This is an optimization exercise on Yosys and OpenROAD, whose aim is small area, a short achievable clock period and few clock cycles, not a production implementation.
Only simulation tests tie the RTL to the original design; equivalence was not proved.
Power is estimated from default activity; no workload was simulated.

// swu_top
module swu_top #(
   parameter int IFM_WIDTH     = swu_pkg::DEF_IFM_WIDTH,
   parameter int IFM_HEIGHT    = swu_pkg::DEF_IFM_HEIGHT,
   parameter int IFM_CHANNELS  = swu_pkg::DEF_IFM_CHANNELS,
   parameter int KERNEL_HEIGHT = swu_pkg::DEF_KERNEL_HEIGHT,
   parameter int KERNEL_WIDTH  = swu_pkg::DEF_KERNEL_WIDTH,
   parameter int STRIDE_HT     = swu_pkg::DEF_STRIDE_HT,
   parameter int STRIDE_WT     = swu_pkg::DEF_STRIDE_WT
) (
   input  logic                aclk,
   input  logic                aresetn,
   input  swu_pkg::simd_word_t s_axis_tdata_i,
   input  logic                s_axis_tvalid_i,
   output logic                s_axis_tready_o,
   output swu_pkg::simd_word_t m_axis_tdata_o,
   output logic                m_axis_tvalid_o,
   input  logic                m_axis_tready_i
);
   localparam int RDEPTH = 56;    
   typedef struct packed {
      logic tready;
      logic free;
      logic need;
      logic e_take;
      logic b_take;
   } dec_t;
   typedef struct packed {
      logic e_ok;      
      logic b_ok;      
      logic in_done;   
   } flags_t;
   function automatic dec_t decide(input logic [6:0] cls, input logic [16:0] pos,
                                   input logic [4:0] phe, input logic [4:0] phb,
                                   input flags_t fl, input logic fok);
      logic row0, odd, even, first, drop, started, lock, bread, lockable;
      logic ale, pale, alb, b0;
      dec_t d;
      row0     = cls[5];
      odd      = cls[4];
      even     = cls[3];
      first    = cls[0];
      drop     = !(row0 || odd || even);
      started  = odd && !first;
      lock     = pos[10];
      bread    = pos[9];
      lockable = pos[0];
      ale      = !pos[11] || (phe == pos[16:12]);
      pale     = phe == 5'd0;
      alb      = phb == pos[6:2];
      b0       = phb == 5'd0;
      d.e_take = (row0 && fl.e_ok && pale) || (even && lock && fok && ale);
  ...
==> flow/config.mk <==
export PLATFORM = sky130hd
export DESIGN_NAME = swu_top
export DESIGN_NICKNAME = swu_top
export VERILOG_FILES = /design/flow/design.v
export SDC_FILE = /design/flow/constraint.sdc
export NUM_CORES = 4
export LEC_CHECK = 0
export ABC_CLOCK_PERIOD_IN_PS = 2500
export CAP_MARGIN = 20
export CORE_MARGIN = 2
export CORE_UTILIZATION = 72
export CTS_BUF_LIST = sky130_fd_sc_hd__clkbuf_16
export CTS_CLUSTER_DIAMETER = 60
export CTS_CLUSTER_SIZE = 32
export SETUP_SLACK_MARGIN = 4.3
export SLEW_MARGIN = 20
==> flow/constraint.sdc <==
create_clock -name core_clock -period 6.5 [get_ports {aclk}]
set_input_delay 1.3000 -clock core_clock [delete_from_list [all_inputs] [get_ports {aclk}]]
set_output_delay 1.3000 -clock core_clock [all_outputs]
set_load 0.01 [all_outputs]
run.sh (not shown) runs the stock make flow with config.mk's settings and CLKGATE_MAP_FILE= SYNTH_SCRIPT=/design/flow/synth_recipe.tcl, a recipe that flattens the netlist after the stock synthesis.
The first run completed with no timing, DRC or antenna violations.
Testbench counts at the start, summed over its fixed seeds: cycles 55,664.
Edit:
CORE_UTILIZATION = 60   (was 72)
Sequential share of layout area decreases by 1.3 points.
Global-route usage is lower by 7.3 points.
Worst setup slack loses 0.023 ns.
Flip-flop and latch count is unchanged.
Critical path depth is unchanged.
Synthesized cell count stays the same.
Cell count came out higher by a few percent.
Design area increases slightly.
Worst hold slack gets worse by 0.014 ns.
Core utilization came out lower by 13 points.
Edit:
CTS_BUF_LIST = sky130_fd_sc_hd__clkbuf_8 sky130_fd_sc_hd__clkbuf_16   (was sky130_fd_sc_hd__clkbuf_16)
CTS_CLUSTER_DIAMETER = 50   (was 60)
CTS_CLUSTER_SIZE = 20   (was 32)
- worst setup slack gets worse by 0.034 ns
- via count increases by 1.7%
- routed wire length increases by 1.6%
- core utilization increases by 1.6 points
- critical path depth does not change
- total power increases by 8.7%
- die area does not change
- first-iteration DRC count increases by 10%
- hold slack stays flat


swu_top again, from the RTL that the note above started with.
clock: 6.5 ns
lec_check: 0
abc_clock_period_in_ps: 2500
cap_margin: 20
core_margin: 2
core_utilization: 72
cts_buf_list: sky130_fd_sc_hd__clkbuf_8
cts_cluster_diameter: 50
cts_cluster_size: 20
setup_slack_margin: 4.3
slew_margin: 20
Testbench counts at the start, summed over its fixed seeds: cycles 55,664.
Next try:
Settings changed: CORE_UTILIZATION 72 to 60.
Effect: Sequential power barely changes; area after synthesis is unchanged; sequential share of layout area went down by 0.55 points; total power went up by about 2.6%; sequential cell count is unchanged; non-clock buffer count went down by 21; global-route usage went down by 4.6 points; wire length went down by 6.1%; clock skew went down by 3.4 ps.

[what the ideal ports hide]
The results above use ideal ports. As a check the final layouts listed here were re-extracted and re-timed, cells and wires unchanged.
Step 1 assumes that a clkbuf_16 drives the clock port and a buf_2 every other input.
Step 2 moves the port delays by t, midway between the first and last clock arrival at a register: inputs arrive t later, outputs are due t later. That takes back most of the time a late clock gives input paths.
a / b / c = ideal ports / drivers / drivers and shift; a / b = the first two.
run | t, ns | slack for setup (ns) | worst hold slack (ns) | clock arrival spread, ns | worst slew at a driven data input, ns
the first run of note 1 | 0.709 | 4.046 / 3.984 / 3.507 | 0.326 / 0.326 / 0.326 | 0.030 / 0.030 | 0.05
the second run of note 1 | 0.711 | 4.023 / 3.958 / 3.582 | 0.311 / 0.311 / 0.311 | 0.038 / 0.038 | 0.04
the third run of note 1 | 0.762 | 3.989 / 3.922 / 3.589 | 0.313 / 0.313 / 0.313 | 0.033 / 0.032 | 0.04
the first run of note 2 | 0.817 | 3.927 / 3.865 / 3.480 | 0.314 / 0.314 / 0.314 | 0.041 / 0.041 | 0.05
the second run of note 2 | 0.839 | 3.897 / 3.832 / 3.513 | 0.314 / 0.314 / 0.314 | 0.042 / 0.042 | 0.04
After both steps setup and hold are still met in every run listed. The setup slack of the first run of note 1, which loses most, moves by -0.062 ns with the drivers and by -0.539 ns with both steps.
